Background: an optimization exercise with open tools, aiming at small area, a short achievable clock period and few clock cycles per item. Do not read the settings as production practice.
Only simulation tests tie the RTL to the original design; equivalence was not proved.
Power is estimated from default activity; no workload was simulated.

## sprite_compositor_n
module sprite_compositor_n #(
  parameter int N_SPRITES = 8,
  parameter int SPR_SIZE  = 16,
  parameter int COORD_W   = 10,
  parameter int PAL_DEPTH = 16,
  parameter int COLOR_W   = 8,
  parameter int SLOT_W    = (N_SPRITES > 1) ? $clog2(N_SPRITES) : 1,
  parameter int SEL_WP    = $clog2(SPR_SIZE + 1),
  parameter int PAL_WP    = (PAL_DEPTH > 1) ? $clog2(PAL_DEPTH) : 1,
  parameter int DATA_W    = ((2 * COORD_W + PAL_WP + 2) > SPR_SIZE) ? (2 * COORD_W + PAL_WP + 2) : SPR_SIZE
) (
  input  logic                 clk_25,
  input  logic                 n_reset,
  input  logic                 wr_en,
  input  logic [SLOT_W-1:0]    wr_slot,
  input  logic [SEL_WP-1:0]    wr_sel,
  input  logic [DATA_W-1:0]    wr_data,
  input  logic                 att_color,
  input  logic [PAL_WP-1:0]    pal_addr,
  input  logic [3*COLOR_W-1:0] data_color,
  input  logic                 coll_clr,
  input  logic                 pix_valid,
  input  logic [COORD_W-1:0]   row,
  input  logic [COORD_W-1:0]   column,
  input  logic [COLOR_W-1:0]   FIFO_Red,
  input  logic [COLOR_W-1:0]   FIFO_Green,
  input  logic [COLOR_W-1:0]   FIFO_Blue,
  output logic [COLOR_W-1:0]   VGA_R,
  output logic [COLOR_W-1:0]   VGA_G,
  output logic [COLOR_W-1:0]   VGA_B,
  output logic                 out_valid,
  output logic [N_SPRITES-1:0] collision
);
Size: roughly 5600 cells after synthesis, ~3200 flip-flops, ~150 I/O pins, ~120000 µm² of cells after synthesis.
clock: 4.5 ns
lec_check: 0
cap_margin: 20
core_margin: 2
core_utilization: 40
setup_slack_margin: 2.3
slew_margin: 20
run.sh (not shown) runs the stock make flow with config.mk's settings and CLKGATE_MAP_FILE= SYNTH_SCRIPT=/design/flow/synth_recipe.tcl, a recipe that flattens the netlist after the stock synthesis.
Testbench counts at the start, summed over its fixed seeds: cycles 33,536, pixels 32,768.
Then changed:
--- a/flow/design.v
+++ b/flow/design.v
@@ -66,13 +66,13 @@
       for (int r = 0; r < 16; r++)
         if (row_we[s][r]) bmp_q[s][r] <= wr_data[15:0];
     end
     for (int p = 0; p < PAL_DEPTH; p++)
       if (pal_we[p]) pal_q[p] <= data_color;
   end
-  always_ff @(posedge clk_25) begin
+  always_ff @(posedge clk_25 or negedge n_reset) begin
     if (!n_reset) begin
       en_q <= '0; rv_q <= '0; pv_q <= '0;
     end else begin
       for (int s = 0; s < N; s++) begin
         if (attr_we[s]) en_q[s] <= wr_data[24];
         for (int r = 0; r < 16; r++)
@@ -160,22 +160,16 @@
     bg3_q <= bg2_q; pi3_q <= pi3_d; md3_q <= md3_d; any3_q <= |hit2_q;
     bg4_q <= bg3_q; p4_q <= p4_d; md4_q <= md3_q; any4_q <= any3_q;
     rgb_q <= rgb_d;
   end
   always_ff @(posedge clk_25 or negedge n_reset) begin
     if (!n_reset) begin
-      v0_q <= 1'b0; v1_q <= 1'b0; v2_q <= 1'b0; v3_q <= 1'b0; v4_q <= 1'b0;
+      v0_q <= 1'b0; v1_q <= 1'b0; v2_q <= 1'b0; v3_q <= 1'b0; v4_q <= 1'b0; ov_q <= 1'b0;
+      coll_q <= '0;
     end else begin
-      v0_q <= pix_valid; v1_q <= v0_q; v2_q <= v1_q; v3_q <= v2_q; v4_q <= v3_q;
-    end
-  end
-  always_ff @(posedge clk_25) begin
-    if (!n_reset) begin
-      ov_q <= 1'b0; coll_q <= '0;
-    end else begin
-      ov_q <= v4_q;
+      v0_q <= pix_valid; v1_q <= v0_q; v2_q <= v1_q; v3_q <= v2_q; v4_q <= v3_q; ov_q <= v4_q;
       if (coll_clr)           coll_q <= '0;
       else if (v2_q && multi) coll_q <= coll_q | hit2_q;
     end
   end
   assign VGA_R     = rgb_q[RGB_W-1 -: COLOR_W];
   assign VGA_G     = rgb_q[2*COLOR_W-1 -: COLOR_W];
The new run went through all stages and came out clean.
Non-clock buffer count went up by 23.
Setup slack loses 96 ps.
Die area went up by 0.56%.
Core utilization is about the same.
Count of clock-buffer cells in the layout went up by 10.
Total power went up by 0.57%.
Clock skew stays flat.
Wire length went down by 1.3%.
First-iteration DRC count went up by 6.5%.
Global-route usage went down by 0.43 points.
Combinational power went up by 12%.
Critical path depth went down by 3.
Worst hold slack hardly moves.
Testbench counts after the change, summed over its fixed seeds: cycles 33,536, pixels 32,768.

Setup of west:
sprite_compositor_n, a different RTL version from the one above (not shown whole).
Size: about 5200 cells after synthesis, ~150 I/O pins, roughly 110000 um^2 of cells after synthesis.
export LEC_CHECK = 0
export CAP_MARGIN = 20
export CORE_MARGIN = 2
export CORE_UTILIZATION = 40
export SETUP_SLACK_MARGIN = 2.4
export SLEW_MARGIN = 20
create_clock -name core_clock -period 4.5 [get_ports {clk_25}]
standard.sh (not shown) runs the stock make flow with config.mk's settings and CLKGATE_MAP_FILE= SYNTH_SCRIPT=/design/flow/synth_recipe.tcl, a recipe that flattens the netlist after the stock synthesis.
==> flow/flow/run.sh <==
#!/bin/bash
# Standard layout, with clock tree synthesis told not to add dummy balancing loads
# and to cluster sinks into larger groups (fewer leaf buffers).
set -e
cp standard.sh standard_copy.log
export CTS_ARGS="-sink_clustering_enable -repair_clock_nets -dont_use_dummy_load -sink_clustering_size 25 -sink_clustering_max_diameter 60"
bash standard.sh > standard.log 2>&1
Testbench counts of west, summed over its fixed seeds: cycles 33,536, pixels 32,768.
#### Input delta (east over west)
--- a/flow/design.v
+++ b/flow/design.v
@@ -30,21 +30,23 @@
   output logic [COLOR_W-1:0]   VGA_B,
   output logic                 out_valid,
   output logic [N_SPRITES-1:0] collision
 );
   localparam int N     = N_SPRITES;
   localparam int PAL_W = PAL_WP;
   localparam int RGB_W = 3 * COLOR_W;
   logic [N-1:0][15:0][15:0] bmp_q;      
+  logic [N-1:0][15:0]       rv_q;       
   logic [N-1:0][9:0]        x_q, y_q;   
   logic [N-1:0][PAL_W-1:0]  pi_q;
   logic [N-1:0]             md_q;
   logic [N-1:0]             en_q;
   logic [PAL_DEPTH-1:0][RGB_W-1:0] pal_q;   
+  logic [PAL_DEPTH-1:0]            pv_q;    
   logic [N-1:0]       slot_we, attr_we;
   logic [N-1:0][15:0] row_we;
   logic [PAL_DEPTH-1:0] pal_we;
   always_comb begin
     for (int s = 0; s < N; s++) begin
       slot_we[s] = wr_en && (wr_slot == SLOT_W'(s));
       attr_we[s] = slot_we[s] && (wr_sel == '0);
       for (int r = 0; r < 16; r++)
@@ -56,32 +58,34 @@
   always_ff @(posedge clk_25) begin
     for (int s = 0; s < N; s++) begin
       if (attr_we[s]) begin
         x_q[s]  <= wr_data[9:0];
         y_q[s]  <= wr_data[19:10];
         pi_q[s] <= wr_data[23:20];
         md_q[s] <= wr_data[25];
       end
-    end
-  end
-  logic [15:0]      bmp_din;
-  logic [RGB_W-1:0] pal_din;
-  logic [N-1:0]     en_din;
-  assign bmp_din = wr_data[15:0] & {16{n_reset}};
-  assign pal_din = data_color & {RGB_W{n_reset}};
-  assign en_din  = {N{wr_data[24] & n_reset}};
-  always_ff @(posedge clk_25) begin
-    for (int s = 0; s < N; s++) begin
-      if (attr_we[s] || !n_reset) en_q[s] <= en_din[s];
       for (int r = 0; r < 16; r++)
-        if (row_we[s][r] || !n_reset) bmp_q[s][r] <= bmp_din;
+        if (row_we[s][r]) bmp_q[s][r] <= wr_data[15:0];
     end
     for (int p = 0; p < PAL_DEPTH; p++)
-      if (pal_we[p] || !n_reset) pal_q[p] <= pal_din;
+      if (pal_we[p]) pal_q[p] <= data_color;
+  end
+  always_ff @(posedge clk_25) begin
+    if (!n_reset) begin
+      en_q <= '0; rv_q <= '0; pv_q <= '0;
+    end else begin
+      for (int s = 0; s < N; s++) begin
+        if (attr_we[s]) en_q[s] <= wr_data[24];
+        for (int r = 0; r < 16; r++)
+          if (row_we[s][r]) rv_q[s][r] <= 1'b1;
+      end
+      for (int p = 0; p < PAL_DEPTH; p++)
+        if (pal_we[p]) pv_q[p] <= 1'b1;
+    end
   end
   logic                v0_q, v1_q, v2_q, v3_q, v4_q, ov_q;
   logic [RGB_W-1:0]    bg0_q, bg1_q, bg2_q, bg3_q, bg4_q;
   logic [N-1:0][3:0]   col0_q;
   logic [3:0]          rlo0_q;
   logic [N-1:0]        in0_q;
   logic [N-1:0][15:0]  rb1_q;
   logic [N-1:0][3:0]   dy1_q;
@@ -114,17 +118,17 @@
       col0_d[s] = ~lox[s][3:0];     
     end
   end
   logic [N-1:0][15:0] rb1_d;
   logic [N-1:0][3:0]  dy1_d;
   always_comb begin
     for (int s = 0; s < N; s++) begin
       for (int r = 0; r < 16; r++)
-        rb1_d[s][r] = bmp_q[s][r][col0_q[s]];
+        rb1_d[s][r] = bmp_q[s][r][col0_q[s]] & rv_q[s][r];
       dy1_d[s] = rlo0_q - y_q[s][3:0];
     end
   end
   logic [N-1:0] hit2_d;
   always_comb begin
     for (int s = 0; s < N; s++)
       hit2_d[s] = in1_q[s] & rb1_q[s][dy1_q[s]];
   end
@@ -135,17 +139,17 @@
     for (int s = N - 1; s >= 0; s--)
       if (hit2_q[s]) begin
         pi3_d = pi_q[s];
         md3_d = md_q[s];
       end
   end
   assign multi = (hit2_q & (hit2_q - N'(1))) != '0;
   logic [RGB_W-1:0] p4_d;
-  assign p4_d = pal_q[pi3_q];
+  assign p4_d = pal_q[pi3_q] & {RGB_W{pv_q[pi3_q]}};
   logic [RGB_W-1:0] rgb_d;
   logic [COLOR_W:0] sum_r, sum_g, sum_b;
   always_comb begin
     sum_r = {1'b0, p4_q[23:16]} + {1'b0, bg4_q[23:16]};
     sum_g = {1'b0, p4_q[15:8]}  + {1'b0, bg4_q[15:8]};
     sum_b = {1'b0, p4_q[7:0]}   + {1'b0, bg4_q[7:0]};
     if (!any4_q)     rgb_d = bg4_q;
     else if (!md4_q) rgb_d = p4_q;
Summary of the comparison: minimum setup slack in the final design is lower in east, relative to west. Total power: east below west. [east] clock power share rose 2.5 points relative to west. Against west, east reports a floorplan die area that is higher. Post-route met1 wirelength came out higher on east than on west.
Testbench counts of east, summed over its fixed seeds: cycles 33,536, pixels 32,768.

-- re-timing with driven ports --
In the flow no input, the clock included, has a driving cell. The finished layouts below were timed again as built, in two steps.
Step 1 assumes that a clkbuf_16 drives the clock port and a buf_2 every other input.
Step 2 adds t to the input delays and takes it off the output delays; t is the mean of the earliest and latest rising clock arrival at the registers after step 1. Input paths then give back, and output paths get back, about the clock's delay inside the block.
Slacks: ideal ports / drivers / drivers and shift; pairs: ideal ports / drivers.
| run | t (ns) | slack for setup (ns) | slew at the worst register clock pin (ns) |
|---|---|---|---|
| the first run of note 1 | 0.950 | 2.231 / 2.172 / 1.348 | 0.07 / 0.07 |
| the second run of note 1 | 0.943 | 2.135 / 2.034 / 1.271 | 0.07 / 0.07 |
| west | 0.934 | 2.261 / 2.162 / 1.393 | 0.10 / 0.10 |
| east | 0.947 | 2.256 / 2.159 / 1.463 | 0.10 / 0.10 |
After both steps setup and hold are still met in every run listed. For the first run of note 1, which loses most, drivers alone change the setup slack by -0.059 ns; drivers and shift together by -0.883 ns.
